Context: an optimization exercise on an open-source flow, tuned for small area, a short achievable clock period and few clock cycles per item. The choices shown serve that exercise and are no tape-out recipe. The RTL was checked by simulation tests, not by an equivalence proof against the original design.

## trilinear_interp_axis
module trilinear_interp_axis (
    input  logic         clk,
    input  logic         rstn,
    input  logic         in_valid,
    output logic         in_ready,
    input  logic [7:0]   frac_r,
    input  logic [7:0]   frac_g,
    input  logic [7:0]   frac_b,
    input  logic         mode,
    input  logic [7:0]   in_user,
    input  logic [191:0] pt_nbr,
    output logic         out_valid,
    input  logic         out_ready,
    output logic [23:0]  out_pt,
    output logic [7:0]   out_user
);
==> flow/config.mk <==
export PLATFORM = sky130hd
export DESIGN_NAME = trilinear_interp_axis
export DESIGN_NICKNAME = trilinear_interp_axis
export VERILOG_FILES = /design/flow/design.v
export SDC_FILE = /design/flow/constraint.sdc
export NUM_CORES = 4
export LEC_CHECK = 0
export ABC_CLOCK_PERIOD_IN_PS = 3000
export CAP_MARGIN = 20
export CORE_MARGIN = 2
export CORE_UTILIZATION = 40
export SETUP_SLACK_MARGIN = 3.0
export SLEW_MARGIN = 20
export SYNTH_HIERARCHICAL = 1
==> flow/constraint.sdc <==
create_clock -name core_clock -period 6.0 [get_ports {clk}]
set_input_delay 1.2000 -clock core_clock [delete_from_list [all_inputs] [get_ports {clk}]]
set_output_delay 1.2000 -clock core_clock [all_outputs]
set_load 0.01 [all_outputs]
run.sh (not shown) runs the stock make flow with config.mk's settings and CLKGATE_MAP_FILE= SYNTH_SCRIPT=/design/flow/synth_recipe.tcl, a recipe that flattens the netlist after the stock synthesis.
The first run ran to the end with no violations.
Testbench counts at the start, summed over its fixed seeds: cycles 16,056, items 16,000.
Edit:
==> flow/flow/run.sh (new file) <==
#!/bin/bash
# The standard layout (the standard.sh, unchanged synthesis and steps), with the
# port buffers that global placement inserts made from the smallest buffer cell.
set -o pipefail
export BUFFER_PORTS_ARGS="-buffer_cell sky130_fd_sc_hd__buf_1"
bash standard.sh 2>&1 | tee standard.log
==> flow/standard.sh (new file) <==
#!/bin/bash
# synth_recipe.tcl (not shown) runs the flow's synth.tcl, then flattens the netlist and writes it again
# the make line also repeats each setting of config.mk as NAME=value (left out here)
make -C /OpenROAD-flow-scripts/flow DESIGN_CONFIG=/design/flow/config.mk WORK_HOME=/design/flow/orfs CLKGATE_MAP_FILE= SYNTH_SCRIPT=/design/flow/synth_recipe.tcl "${@:-finish}"
Settings changed: ABC_CLOCK_PERIOD_IN_PS 3000 to 2900, SETUP_SLACK_MARGIN 3.0 to 3.1.
removed: flow/run.sh
Outcome: The new run finished with timing, DRC and antenna clean. Global-route usage went up by 0.63 points. Hold slack barely changes. Critical path depth went down by 5. Die area is unchanged. Wire length went up by 2.7%. Synthesized area is unchanged. Cell area went down by 0.52%.
Edit:
==> flow/run.sh (new file) <==
#!/bin/bash
# synth_recipe.tcl (not shown) runs the flow's synth.tcl, then flattens the netlist and writes it again
# the make line also repeats each setting of config.mk as NAME=value (left out here)
make -C /OpenROAD-flow-scripts/flow DESIGN_CONFIG=/design/flow/config.mk WORK_HOME=/design/flow/orfs CLKGATE_MAP_FILE= SYNTH_SCRIPT=/design/flow/synth_recipe.tcl finish
Settings changed: ABC_CLOCK_PERIOD_IN_PS 2900 to 2800, SETUP_SLACK_MARGIN 3.1 to 3.2.
removed: flow/flow/run.sh
removed: flow/standard.sh
Worst setup slack degrades by 0.040 ns.
Final area increases by 3.6%.
Wire length is higher by 3.8%.
Synthesized cell count stays the same.
Flip-flop and latch count is unchanged.


Starting RTL as in the previous note.
==> flow/config.mk <==
export PLATFORM = sky130hd
export DESIGN_NAME = trilinear_interp_axis
export DESIGN_NICKNAME = trilinear_interp_axis
export VERILOG_FILES = /design/flow/design.v
export SDC_FILE = /design/flow/constraint.sdc
export NUM_CORES = 4
export LEC_CHECK = 0
export ABC_CLOCK_PERIOD_IN_PS = 2850
export CAP_MARGIN = 20
export CORE_MARGIN = 2
export CORE_UTILIZATION = 40
export SETUP_SLACK_MARGIN = 3.15
export SLEW_MARGIN = 20
export SYNTH_HIERARCHICAL = 1
==> flow/constraint.sdc <==
create_clock -name core_clock -period 6.0 [get_ports {clk}]
set_input_delay 1.2000 -clock core_clock [delete_from_list [all_inputs] [get_ports {clk}]]
set_output_delay 1.2000 -clock core_clock [all_outputs]
set_load 0.01 [all_outputs]
standard.sh (not shown) runs the stock make flow with config.mk's settings and CLKGATE_MAP_FILE= SYNTH_SCRIPT=/design/flow/synth_recipe.tcl, a recipe that flattens the netlist after the stock synthesis.
==> flow/flow/run.sh <==
#!/bin/bash
# The standard layout (the standard.sh, unchanged synthesis and steps), with the
# port buffers that global placement inserts made from the smallest buffer cell.
set -o pipefail
export BUFFER_PORTS_ARGS="-buffer_cell sky130_fd_sc_hd__buf_1"
bash standard.sh 2>&1 | tee standard.log
The first run finished with timing, DRC and antenna clean.
Testbench counts at the start, summed over its fixed seeds: cycles 16,056, items 16,000.
Rerun with:
==> flow/run.sh (new file) <==
#!/bin/bash
# synth_recipe.tcl (not shown) runs the flow's synth.tcl, then flattens the netlist and writes it again
# the make line also repeats each setting of config.mk as NAME=value (left out here)
make -C /OpenROAD-flow-scripts/flow DESIGN_CONFIG=/design/flow/config.mk WORK_HOME=/design/flow/orfs CLKGATE_MAP_FILE= SYNTH_SCRIPT=/design/flow/synth_recipe.tcl finish
--- a/flow/config.mk
+++ b/flow/config.mk
@@ -7,3 +7,3 @@
 export LEC_CHECK = 0
-export ABC_CLOCK_PERIOD_IN_PS = 2850
+export ABC_CLOCK_PERIOD_IN_PS = 2900
 export CAP_MARGIN = 20
@@ -11,3 +11,3 @@
 export CORE_UTILIZATION = 40
-export SETUP_SLACK_MARGIN = 3.15
+export SETUP_SLACK_MARGIN = 3.1
 export SLEW_MARGIN = 20
removed: flow/flow/run.sh
removed: flow/standard.sh
Result: The changed run went through all stages and came out clean; design area rises by 1.4%; die area stays the same; register-to-register slack barely changes; utilization rises by 0.65 points; routed wire length falls by 0.51%; fmax falls by 0.42%; synthesized cell count does not change.

==> separate check: timing with driven ports <==
Ports are ideal in the flow. The routed layouts listed here were re-timed in OpenROAD.
Step 1 assumes that a clkbuf_16 drives the clock port and a buf_2 every other input.
Step 2, shift: input delay + t, output delay - t, t = (earliest + latest rising clock arrival at the registers) / 2. This alone moves slack from input paths to output paths.
a / b / c = no drivers / after step 1 / after step 2; a / b = the first two.
run | shift t [ns] | slack for setup (ns) | worst slew at a driven data input, ns
the first run of note 1 | 0.889 | 3.012 / 2.996 / 2.729 | 0.08
the second run of note 1 | 0.876 | 3.081 / 3.040 / 2.629 | 0.08
the third run of note 1 | 0.909 | 3.041 / 3.020 / 2.770 | 0.09
the first run of note 2 | 0.883 | 3.076 / 3.036 / 2.901 | 0.07
the second run of note 2 | 0.901 | 3.064 / 3.026 / 2.857 | 0.06
After both steps setup and hold are still met in every run listed. For the second run of note 1, which loses most, drivers alone change the setup slack by -0.041 ns; drivers and shift together by -0.452 ns.
